From an optimization exercise on the open Yosys and OpenROAD flow, aimed at small area and a short achievable clock period; shortcuts taken in it are not production practice. The RTL was checked by simulation tests, not by an equivalence proof against the original design.

## lane 2
==> flow/design.v <==
`timescale 1ns/1ns
package fetch_pkg;
    typedef logic [31:0] word_t;
    typedef enum logic [1:0] {
        strong_nt = 2'b00,
        weak_nt   = 2'b01,
        weak_t    = 2'b10,
        strong_t  = 2'b11
    } pred_state_e;
    typedef struct packed {
        logic  branch;
        logic  taken;
        logic  mispredict;
        word_t branch_pc;
        word_t dest;
    } resolve_t;
    typedef struct packed {
        word_t pc;
        word_t npc;
        word_t instr;
    } fetch_t;
endpackage
`timescale 1ns/1ns
module instruction_rom #(
    parameter int DEPTH = 32
) (
    input  logic [$clog2(DEPTH)-1:0] rd_idx,
    output fetch_pkg::word_t         instr_word
);
    fetch_pkg::word_t rom [DEPTH];
    initial begin
        $readmemh("program.hex", rom);
    end
    assign instr_word = rom[rd_idx];
endmodule
`timescale 1ns/1ns
module target_buffer #(
    parameter int DEPTH = 32
) (
    input  logic                     clk,
    input  logic                     rst,
    input  logic [DEPTH-1:0]         target_we,
    input  fetch_pkg::word_t         target_data,
    input  logic [DEPTH-1:0]         rd_sel,
    input  logic [DEPTH-1:0]         rst_sel,
    input  logic                     npc_hold,
    output logic [DEPTH-1:0]         valid,
    output fetch_pkg::word_t         fetch_npc
);
    logic [DEPTH-1:0][31:0] next_addr;
    fetch_pkg::word_t       npc_nxt;
    always_ff @(posedge clk) begin
        for (int i = 0; i < DEPTH; i++) begin
            if (target_we[i]) begin
                next_addr[i] <= target_data;
            end
        end
    end
    always_ff @(posedge clk or posedge rst) begin
        if (rst) begin
            valid <= '0;
        end else begin
            valid <= valid | target_we;
        end
    end
    always_comb begin
        npc_nxt = fetch_npc & {32{npc_hold}};
        for (int i = 0; i < DEPTH; i++) begin
            npc_nxt = npc_nxt | (next_addr[i] & {32{rd_sel[i]}}) |
                      (32'(i + 1) & {32{rst_sel[i]}});
        end
    end
    always_ff @(posedge clk or posedge rst) begin
        if (rst) begin
            fetch_npc <= '0;
        end else begin
            fetch_npc <= npc_nxt;
        end
    end
endmodule
`timescale 1ns/1ns
module predictor_table #(
    parameter int DEPTH = 32
) (
    input  logic                     clk,
    input  logic                     rst,
    input  logic                     step_en,
    input  logic                     taken,
    input  logic [$clog2(DEPTH)-1:0] upd_idx,
    output logic [DEPTH-1:0]         target_we
);
    localparam int IDX_W = $clog2(DEPTH);
    logic [DEPTH-1:0] dir;
    logic [DEPTH-1:0] sat;
    logic [DEPTH-1:0] hit;
    always_comb begin
        for (int i = 0; i < DEPTH; i++) begin
            hit[i] = step_en && (upd_idx == IDX_W'(i));
            target_we[i] = hit[i] && (taken ? (!sat[i] && !dir[i]) : (!sat[i] && dir[i]));
        end
    end
    always_ff @(posedge clk or posedge rst) begin
        if (rst) begin
            dir <= '0;
            sat <= '0;
        end else begin
            for (int i = 0; i < DEPTH; i++) begin
                dir[i] <= dir[i] ^ target_we[i];
                if (hit[i]) begin
                    sat[i] <= (dir[i] == taken);
                end
            end
        end
    end
endmodule
`timescale 1ns/1ns
module fetch_sequencer #(
    parameter int DEPTH = 32
) (
    input  logic                     clk,
    input  logic                     rst,
    input  logic                     stall,
    input  logic                     mem_stall,
    input  logic                     mispredict,
    input  fetch_pkg::word_t         dest,
    input  fetch_pkg::word_t         fetch_npc,
    output logic [$clog2(DEPTH)-1:0] fetch_idx,
    input  fetch_pkg::word_t         instr_word,
    input  logic [DEPTH-1:0]         valid,
    output logic [DEPTH-1:0]         rd_sel,
    output logic [DEPTH-1:0]         rst_sel,
    output logic                     npc_hold,
    output fetch_pkg::word_t         fetch_pc,
    output fetch_pkg::word_t         fetch_instr
);
    localparam int IDX_W = $clog2(DEPTH);
    fetch_pkg::word_t fetch_addr;
    logic [3:0]       dec_lo;
    logic [7:0]       dec_hi;
    logic             load_en;
    assign fetch_addr = mispredict ? dest : fetch_npc;
    assign fetch_idx  = fetch_addr[IDX_W-1:0];
    assign load_en  = !mem_stall && (mispredict || !stall);
    assign npc_hold = !load_en;
    always_comb begin
        for (int i = 0; i < 4; i++) begin
            dec_lo[i] = (fetch_idx[1:0] == 2'(i));
        end
        for (int i = 0; i < 8; i++) begin
            dec_hi[i] = load_en && (fetch_idx[4:2] == 3'(i));
        end
        for (int i = 0; i < DEPTH; i++) begin
            rd_sel[i]  = valid[i] && dec_lo[i % 4] && dec_hi[i / 4];
            rst_sel[i] = !valid[i] && dec_lo[i % 4] && dec_hi[i / 4];
        end
    end
    always_ff @(posedge clk or posedge rst) begin
        if (rst) begin
            fetch_pc    <= '0;
            fetch_instr <= '0;
        end else if (load_en) begin
            fetch_pc    <= fetch_addr;
            fetch_instr <= instr_word;
        end
    end
endmodule
`timescale 1ns/1ns
module fetch_unit #(
    parameter int DEPTH = 32
) (
    input  logic        clk,
    input  logic        rst,
    input  logic        stall,
    input  logic        mem_stall,
    input  logic        resolve_branch,
    input  logic        resolve_taken,
    input  logic        resolve_mispredict,
    input  logic [31:0] resolve_branch_pc,
    input  logic [31:0] resolve_dest,
    output logic [31:0] fetch_pc,
    output logic [31:0] fetch_npc,
    output logic [31:0] fetch_instr
);
    localparam int IDX_W = $clog2(DEPTH);
    logic [IDX_W-1:0] fetch_idx;
    fetch_pkg::word_t instr_word;
    logic [DEPTH-1:0] rd_sel;
    logic [DEPTH-1:0] rst_sel;
    logic             npc_hold;
    logic [DEPTH-1:0] valid;
    logic [DEPTH-1:0] target_we;
    fetch_sequencer #(
        .DEPTH (DEPTH)
    ) u_seq (
        .clk          (clk),
        .rst          (rst),
        .stall        (stall),
        .mem_stall    (mem_stall),
        .mispredict   (resolve_mispredict),
        .dest         (resolve_dest),
        .fetch_npc    (fetch_npc),
        .fetch_idx    (fetch_idx),
        .instr_word   (instr_word),
        .valid        (valid),
        .rd_sel       (rd_sel),
        .rst_sel      (rst_sel),
        .npc_hold     (npc_hold),
        .fetch_pc     (fetch_pc),
        .fetch_instr  (fetch_instr)
    );
    instruction_rom #(
        .DEPTH (DEPTH)
    ) u_rom (
        .rd_idx     (fetch_idx),
        .instr_word (instr_word)
    );
    target_buffer #(
        .DEPTH (DEPTH)
    ) u_tgt (
        .clk          (clk),
        .rst          (rst),
        .target_we    (target_we),
        .target_data  (resolve_dest),
        .rd_sel       (rd_sel),
        .rst_sel      (rst_sel),
        .npc_hold     (npc_hold),
        .valid        (valid),
        .fetch_npc    (fetch_npc)
    );
    predictor_table #(
        .DEPTH (DEPTH)
    ) u_pred (
        .clk        (clk),
        .rst        (rst),
        .step_en    (resolve_branch && !mem_stall),
        .taken      (resolve_taken),
        .upd_idx    (resolve_branch_pc[IDX_W-1:0]),
        .target_we  (target_we)
    );
endmodule
export LEC_CHECK = 0
export CAP_MARGIN = 20
export CORE_MARGIN = 2
export CORE_UTILIZATION = 60
export SETUP_SLACK_MARGIN = 2.5
export SLEW_MARGIN = 20
export SYNTH_HIERARCHICAL = 1
export SYNTH_MINIMUM_KEEP_SIZE = 0
create_clock -name core_clock -period 5.0 [get_ports {clk}]
standard.sh (not shown) runs the stock make flow with config.mk's settings and CLKGATE_MAP_FILE= SYNTH_SCRIPT=/design/flow/synth_recipe.tcl, a recipe that flattens the netlist after the stock synthesis.
==> flow/flow/run.sh <==
#!/bin/bash
# The standard layout (the standard.sh, standard synthesis unchanged) with
# two changes made through ORFS's own environment hooks:
#  - port buffers are buf_2 cells rather than the slow delay cells that
#    buffer_ports picks by default;
#  - clock tree: larger sink clusters and no dummy loads.
# ORFS's per-step logs go to orfs/logs/; make's whole output to standard.log.
set -euo pipefail
export BUFFER_PORTS_ARGS="-buffer_cell sky130_fd_sc_hd__buf_2"
export CTS_ARGS="-sink_clustering_enable -repair_clock_nets -dont_use_dummy_load -sink_clustering_size 24 -sink_clustering_max_diameter 80"
bash standard.sh > standard.log 2>&1
Changes in lane 5 relative to lane 2:
--- a/flow/design.v
+++ b/flow/design.v
@@ -86,20 +86,31 @@
     input  logic                     rst,
     input  logic                     step_en,
     input  logic                     taken,
     input  logic [$clog2(DEPTH)-1:0] upd_idx,
     output logic [DEPTH-1:0]         target_we
 );
-    localparam int IDX_W = $clog2(DEPTH);
     logic [DEPTH-1:0] dir;
     logic [DEPTH-1:0] sat;
     logic [DEPTH-1:0] hit;
-    always_comb begin
-        for (int i = 0; i < DEPTH; i++) begin
-            hit[i] = step_en && (upd_idx == IDX_W'(i));
-            target_we[i] = hit[i] && (taken ? (!sat[i] && !dir[i]) : (!sat[i] && dir[i]));
+    logic [DEPTH-1:0] cross_t;
+    logic [DEPTH-1:0] cross_n;
+    logic [3:0]       dec_lo;
+    logic [7:0]       dec_hi;
+    index_predecode u_dec (
+        .idx (upd_idx),
+        .en  (step_en),
+        .lo  (dec_lo),
+        .hi  (dec_hi)
+    );
+    always_comb begin
+        for (int i = 0; i < DEPTH; i++) begin
+            hit[i]     = dec_lo[i % 4] && dec_hi[i / 4];
+            cross_t[i] = !sat[i] && !dir[i];
+            cross_n[i] = !sat[i] && dir[i];
+            target_we[i] = hit[i] && (taken ? cross_t[i] : cross_n[i]);
         end
     end
     always_ff @(posedge clk or posedge rst) begin
         if (rst) begin
             dir <= '0;
             sat <= '0;
@@ -139,31 +150,46 @@
     logic [7:0]       dec_hi;
     logic             load_en;
     assign fetch_addr = mispredict ? dest : fetch_npc;
     assign fetch_idx  = fetch_addr[IDX_W-1:0];
     assign load_en  = !mem_stall && (mispredict || !stall);
     assign npc_hold = !load_en;
-    always_comb begin
-        for (int i = 0; i < 4; i++) begin
-            dec_lo[i] = (fetch_idx[1:0] == 2'(i));
-        end
-        for (int i = 0; i < 8; i++) begin
-            dec_hi[i] = load_en && (fetch_idx[4:2] == 3'(i));
-        end
+    index_predecode u_dec (
+        .idx (fetch_idx),
+        .en  (load_en),
+        .lo  (dec_lo),
+        .hi  (dec_hi)
+    );
+    always_comb begin
         for (int i = 0; i < DEPTH; i++) begin
             rd_sel[i]  = valid[i] && dec_lo[i % 4] && dec_hi[i / 4];
             rst_sel[i] = !valid[i] && dec_lo[i % 4] && dec_hi[i / 4];
         end
     end
     always_ff @(posedge clk or posedge rst) begin
         if (rst) begin
             fetch_pc    <= '0;
             fetch_instr <= '0;
         end else if (load_en) begin
             fetch_pc    <= fetch_addr;
             fetch_instr <= instr_word;
+        end
+    end
+endmodule
+module index_predecode (
+    input  logic [4:0] idx,
+    input  logic       en,
+    output logic [3:0] lo,
+    output logic [7:0] hi
+);
+    always_comb begin
+        for (int i = 0; i < 4; i++) begin
+            lo[i] = (idx[1:0] == 2'(i));
+        end
+        for (int i = 0; i < 8; i++) begin
+            hi[i] = en && (idx[4:2] == 3'(i));
         end
     end
 endmodule
 `timescale 1ns/1ns
 module fetch_unit #(
     parameter int DEPTH = 32
==> comparison <==
Between lane 5 and lane 2, the difference in synthesized-area fraction occupied by adder cells is negligible. Final worst slack delta for lane 5 relative to lane 2: 0.064 ns lower. There was hardly any difference in number of iterations in the first detailed-routing pass between lane 5 and lane 2. Cmp lane 5 vs lane 2: core utilization lower in lane 5. Between lane 5 and lane 2, the difference in core area is negligible. Between lane 5 and lane 2, pre-CTS setup slack is higher for lane 2, lane 5 comes in under that. On worst slew slack as a fraction of its limit, lane 5 does better than lane 2. Worst hold slack, lane 5 and lane 2, higher one = lane 2. In lane 5, the number of global-route vias before repair came out about 1% above the value in lane 2.

## what the ideal ports hide
The flow's constraints put no driver on any port. The routed layouts listed below were extracted and timed again, unchanged, in two steps. Step 1 (the two cells are an assumption about what drives the block):
set clk [get_ports {clk}]
set_driving_cell -lib_cell sky130_fd_sc_hd__clkbuf_16 $clk
set_driving_cell -lib_cell sky130_fd_sc_hd__buf_2 [delete_from_list [all_inputs] $clk]
Step 2 times the ports against the registers' clock, not the clock port: input delays grow and output delays shrink by t, the midpoint of the rising clock arrivals with the driver on. a / b / c = ideal / step 1 / step 2; a / b = the first two.
| run | t, ns | slack for setup (ns) | worst setup path at the end | slew at the worst register clock pin (ns) | worst data-port slew with drivers (ns) |
|---|---|---|---|---|---|
| lane 2 | 0.725 | 2.144 / 1.904 / 1.179 | input to register | 0.10 / 0.10 | 0.35 |
| lane 5 | 0.723 | 2.080 / 2.094 / 1.371 | input to register | 0.10 / 0.10 | 0.12 |
After both steps every run listed still meets setup and hold. For lane 2, which loses most, drivers alone change the setup slack by -0.240 ns; drivers and shift together by -0.965 ns.
